What follows belongs to an exercise in optimizing a design on an open flow for small area, a short achievable clock period and few clock cycles per item; a production flow would make more cautious choices. Only simulation tests tie the RTL to the original design; equivalence was not proved.

Setup of rev 12:
## fixed_point_17_14_alu_top
module fixed_point_17_14_alu_top (
  input  logic                        clk,
  input  logic                        rst,
  input  logic                        req_valid,
  output logic                        req_stall,
  input  logic [3:0]                  op,
  input  logic signed [WORD_BITS-1:0] operand_a,
  input  logic signed [WORD_BITS-1:0] operand_b,
  output logic                        rsp_valid,
  input  logic                        rsp_stall,
  output logic signed [WORD_BITS-1:0] result,
  output logic [1:0]                  status
);
Size in the first run: roughly 3700 cells after synthesis, about 210 flip-flops, about 30000 µm² of cells after synthesis.
Settings: LEC_CHECK=0, CAP_MARGIN=20, CORE_MARGIN=2, CORE_UTILIZATION=50, SETUP_SLACK_MARGIN=0.5, SLEW_MARGIN=20, TNS_END_PERCENT=20; clock period 28.0 ns.
standard.sh (not shown) runs the stock make flow with config.mk's settings and CLKGATE_MAP_FILE= SYNTH_SCRIPT=/design/flow/synth_recipe.tcl, a recipe that flattens the netlist after the stock synthesis.
==> flow/flow/run.sh <==
#!/bin/bash
# Layout flow: the standard flow, with two changes to how the layout is
# made: repair_timing is asked to reach a shorter period than the clock (a
# larger setup slack margin), and the port buffers that buffer_ports inserts
# on every input and output are plain buf_4 cells. The SDC, the synthesis and
# every other step are the standard ones.
set -euo pipefail
here=$(pwd)
target=$(cat flow/target_period_ns)
margin=$(python3 -c "print(round($FLOW_PERIOD_NS - $target, 3))")
# standard synthesis, unchanged
bash standard.sh synth > "$here/log_synth.txt" 2>&1
# remaining steps
sed -E "s/SETUP_SLACK_MARGIN=[^ ]+/SETUP_SLACK_MARGIN=$margin BUFFER_PORTS_ARGS=\"-buffer_cell sky130_fd_sc_hd__buf_4\"/" standard.sh > "$here/layout.sh"
bash "$here/layout.sh" > "$here/log_layout.txt" 2>&1
==> flow/flow/target_period_ns <==
7.0
Rev 12: full flow OK, the timing, DRC and antenna checks passed
Testbench counts of rev 12, summed over its fixed seeds: cycles 41,357, items 16,000.
Input-level comparison between rev 13 and rev 12:
diff --git a/flow/design.v b/flow/design.v
--- a/flow/design.v
+++ b/flow/design.v
@@ -73,47 +73,50 @@
   endfunction
   logic        xv;        
   logic        xfree;     
   logic [3:0]  xop;
   logic [31:0] ra;        
   logic [31:0] rb;        
   logic [3:0]  bneg, bone, btwo;   
   logic [1:0]  dbit;      
   logic [5:0]  bla, blb;  
+  logic        apow;      
   logic [32:0] racc;      
   logic [1:0]  ph;
   logic [4:0]  cnt;       
   logic        qn;        
   logic        o0v, o1v;
+  logic        rstall, o0nv;
   logic [33:0] o0, o1;    
   logic is_mul, is_div, op9, bz, simple, done, push, pop, go;
   logic ld_in, ld_mul, ld_prep, ld_div, qn_n;
-  assign is_mul = (xop == 4'd7) || (xop == 4'd8);
-  assign is_div = (xop == 4'd9) || (xop == 4'd10);
-  assign op9    = (xop == 4'd9);
-  assign bz     = (rb == '0);
+  logic x_mul, x_div, x_op9, x_bz, x_badb, x_badnb;
+  assign is_mul = x_mul;
+  assign is_div = x_div;
+  assign op9    = x_op9;
+  assign bz     = x_bz;
   assign simple = !is_mul && !is_div;
   always_comb begin
     case (ph)
       PH_IDLE: done = xv && (simple || (is_div && bz));
       PH_MUL:  done = xv && (cnt == 5'd1);
       PH_DIV:  done = xv && (cnt == 5'd1);
       default: done = xv;
     endcase
   end
   assign push = done && !o1v;
   assign pop  = o0v && !rsp_stall;
   assign go   = !(done && o1v);
   logic        sub_int, add_int, bad_b, bad_nb, badsel, inv;
   logic [31:0] add_a, add_b, sum;
   always_comb begin
-    bad_b   = !((&rb[31:17]) || (~|rb[31:17]));
-    bad_nb  = !((!bad_b && rb != 32'hFFFE_0000) || rb == 32'h0002_0000);
+    bad_b   = x_badb;
+    bad_nb  = x_badnb;
     add_int = (xop == 4'd4);
     sub_int = (xop == 4'd6);
     badsel  = (ph == PH_IDLE) && ((add_int && bad_b) || (sub_int && bad_nb));
     case (ph)
       PH_IDLE: inv = is_div ? rb[31] : ((xop == 4'd5) || sub_int);
       default: inv = qn;
     endcase
     add_a = (ph == PH_IDLE && !is_div) ? ra : 32'd0;
     if (badsel)                add_b = 32'hFFFF_FFFF;
@@ -177,19 +180,19 @@
   logic [4:0]  d_nit;
   always_comb begin
     logic [31:0] absa;
     logic [5:0]  la, lb;
     logic signed [7:0] lq, sla, slb;
     logic [4:0]  nit;
     logic [5:0]  sh;
     logic [62:0] w;
     absa = ra[31] ? -ra : ra;
-    la   = bla + {5'd0, ra[31]};
+    la   = bla + {5'd0, apow};
     lb   = blb;
     sla  = {2'b00, la};
     slb  = {2'b00, lb};
     lq   = sla - slb + (op9 ? 8'sd15 : 8'sd1);
     if (lq <= 0) nit = 5'd0;
     else         nit = 5'((lq + 8'sd1) >>> 1);
     if (!op9 && nit > 5'd16) nit = 5'd16;
     if (op9 && nit > 5'd23)  nit = 5'd23;
     sh   = (op9 ? 6'd46 : 6'd32) - {nit, 1'b0};
@@ -257,46 +260,60 @@
       PH_DIV:  done_n = (cnt_n == 5'd1);
       default: done_n = 1'b1;
     endcase
     xfree_n = !xv_n || (done_n && !o1v_n);
   end
   always_ff @(posedge clk) begin
     if (rst) begin
       xv    <= 1'b0;
       xfree <= 1'b1;
+      rstall <= 1'b0;
+      o0nv  <= 1'b1;
       ph    <= PH_IDLE;
       o0v   <= 1'b0;
       o1v   <= 1'b0;
     end else begin
       xv    <= xv_n;
       xfree <= xfree_n;
+      rstall <= !xfree_n;
       ph    <= xfree ? PH_IDLE : ph_n;
       o1v   <= o1v_n;
-      if (!o0v || pop) o0v <= o1v || push;
+      if (!o0v || pop) begin
+        o0v  <= o1v || push;
+        o0nv <= !(o1v || push);
+      end
     end
   end
   always_ff @(posedge clk) begin
     if (!o0v || pop) o0 <= o1v ? o1 : nres;
     if (o0v && !pop && push) o1 <= nres;
   end
   assign qn_n    = ld_prep ? (ra[31] ^ rb[31]) : qn;
   assign ld_in   = xfree;
   assign ld_mul  = !xfree && xv && go && (ph == PH_MUL || (ph == PH_IDLE && is_mul));
   assign ld_prep = !xfree && xv && go && ph == PH_IDLE && is_div;
   assign ld_div  = !xfree && xv && go && ph == PH_DIV;
   logic dvalid_n;
   assign dvalid_n = !op9 || (cnt_n > 5'd7);
   always_ff @(posedge clk) begin
     cnt <= cnt_n;
     if (ld_in) begin
-      xop <= op;
+      xop    <= op;
+      x_mul  <= (op == 4'd7) || (op == 4'd8);
+      x_div  <= (op == 4'd9) || (op == 4'd10);
+      x_op9  <= (op == 4'd9);
+      x_bz   <= (operand_b == '0);
+      x_badb <= !((&operand_b[31:17]) || (~|operand_b[31:17]));
+      x_badnb <= !((((&operand_b[31:17]) || (~|operand_b[31:17])) && operand_b != 32'hFFFE_0000)
+                   || operand_b == 32'h0002_0000);
       ra  <= operand_a;
       bla <= sbitlen(operand_a);
+      apow <= operand_a[31] && ((operand_a[30:0] & ~operand_a[31:1]) == '0);
       blb <= sbitlen(operand_b);
     end else if (ld_prep) begin
       ra  <= sum;
     end
     if (ld_in || ld_mul || ld_prep || ld_div)
       rb <= ({32{ld_in}}   & operand_b)
           | ({32{ld_prep}} & d_q0)
           | ({32{ld_mul}}  & {ms[7:0], rb[31:8]})
           | ({32{ld_div}}  & d_q);
@@ -308,14 +325,14 @@
       {bneg, btwo, bone} <= booth4(operand_b[7:0], 1'b0);
     else if (ld_mul)
       {bneg, btwo, bone} <= booth4(rb[15:8], rb[7]);
     if (ld_prep || ld_div) begin
       if (ld_prep) dbit <= d_q0[31:30] & {2{dvalid_n}};
       else         dbit <= rb[29:28] & {2{dvalid_n}};
     end
     if (ld_prep) qn <= qn_n;
   end
-  assign req_stall = !xfree;
-  assign rsp_valid = o0v;
+  assign req_stall = rstall;
+  assign rsp_valid = !o0nv;
   assign result    = o0[31:0];
   assign status    = o0[33:32];
 endmodule
==> comparison <==
Result: PASS for each of rev 12 and rev 13. In the metrics for rev 12 and rev 13, the one carrying the lower actual slew at the worst max-slew pin is rev 13. Rev 13 falls short of rev 12 in wire length. Global-route wire length before repair: rev 13 vs rev 12 up 3.8 mm. The share of the synthesized netlist area taken by xor and xnor gates on rev 13 is in line with that on rev 12. Number of non-clock buffers (rev 12 / rev 13): 0.839. Compared with rev 12, rev 13 shows total clock sinks that has gone up by a few percent.
Testbench counts of rev 13, summed over its fixed seeds: cycles 40,910, items 16,000.

==> re-timing with driven ports <==
The flow's constraints put no driver on any port. The routed layouts listed below were extracted and timed again, unchanged, in two steps. Step 1, drivers: a clkbuf_16 drives clk and a buf_2 each remaining input, both assumed. Step 2 times the ports against the registers' clock, not the clock port: input delays grow and output delays shrink by t, the midpoint of the rising clock arrivals with the driver on. Slacks: no drivers / after step 1 / after step 2; pairs: no drivers / after step 1.
| run | shift t [ns] | setup WS [ns] | hold WS [ns] | worst register clock-pin slew, ns |
|---|---|---|---|---|
| rev 12 | 0.638 | 20.792 / 20.776 / 20.138 | 0.528 / 0.528 / 0.528 | 0.08 / 0.08 |
| rev 13 | 0.679 | 20.664 / 20.699 / 20.020 | 0.521 / 0.521 / 0.521 | 0.07 / 0.07 |
After both steps every run listed still meets setup and hold. For rev 12, which loses most, drivers alone change the setup slack by -0.016 ns; drivers and shift together by -0.654 ns.
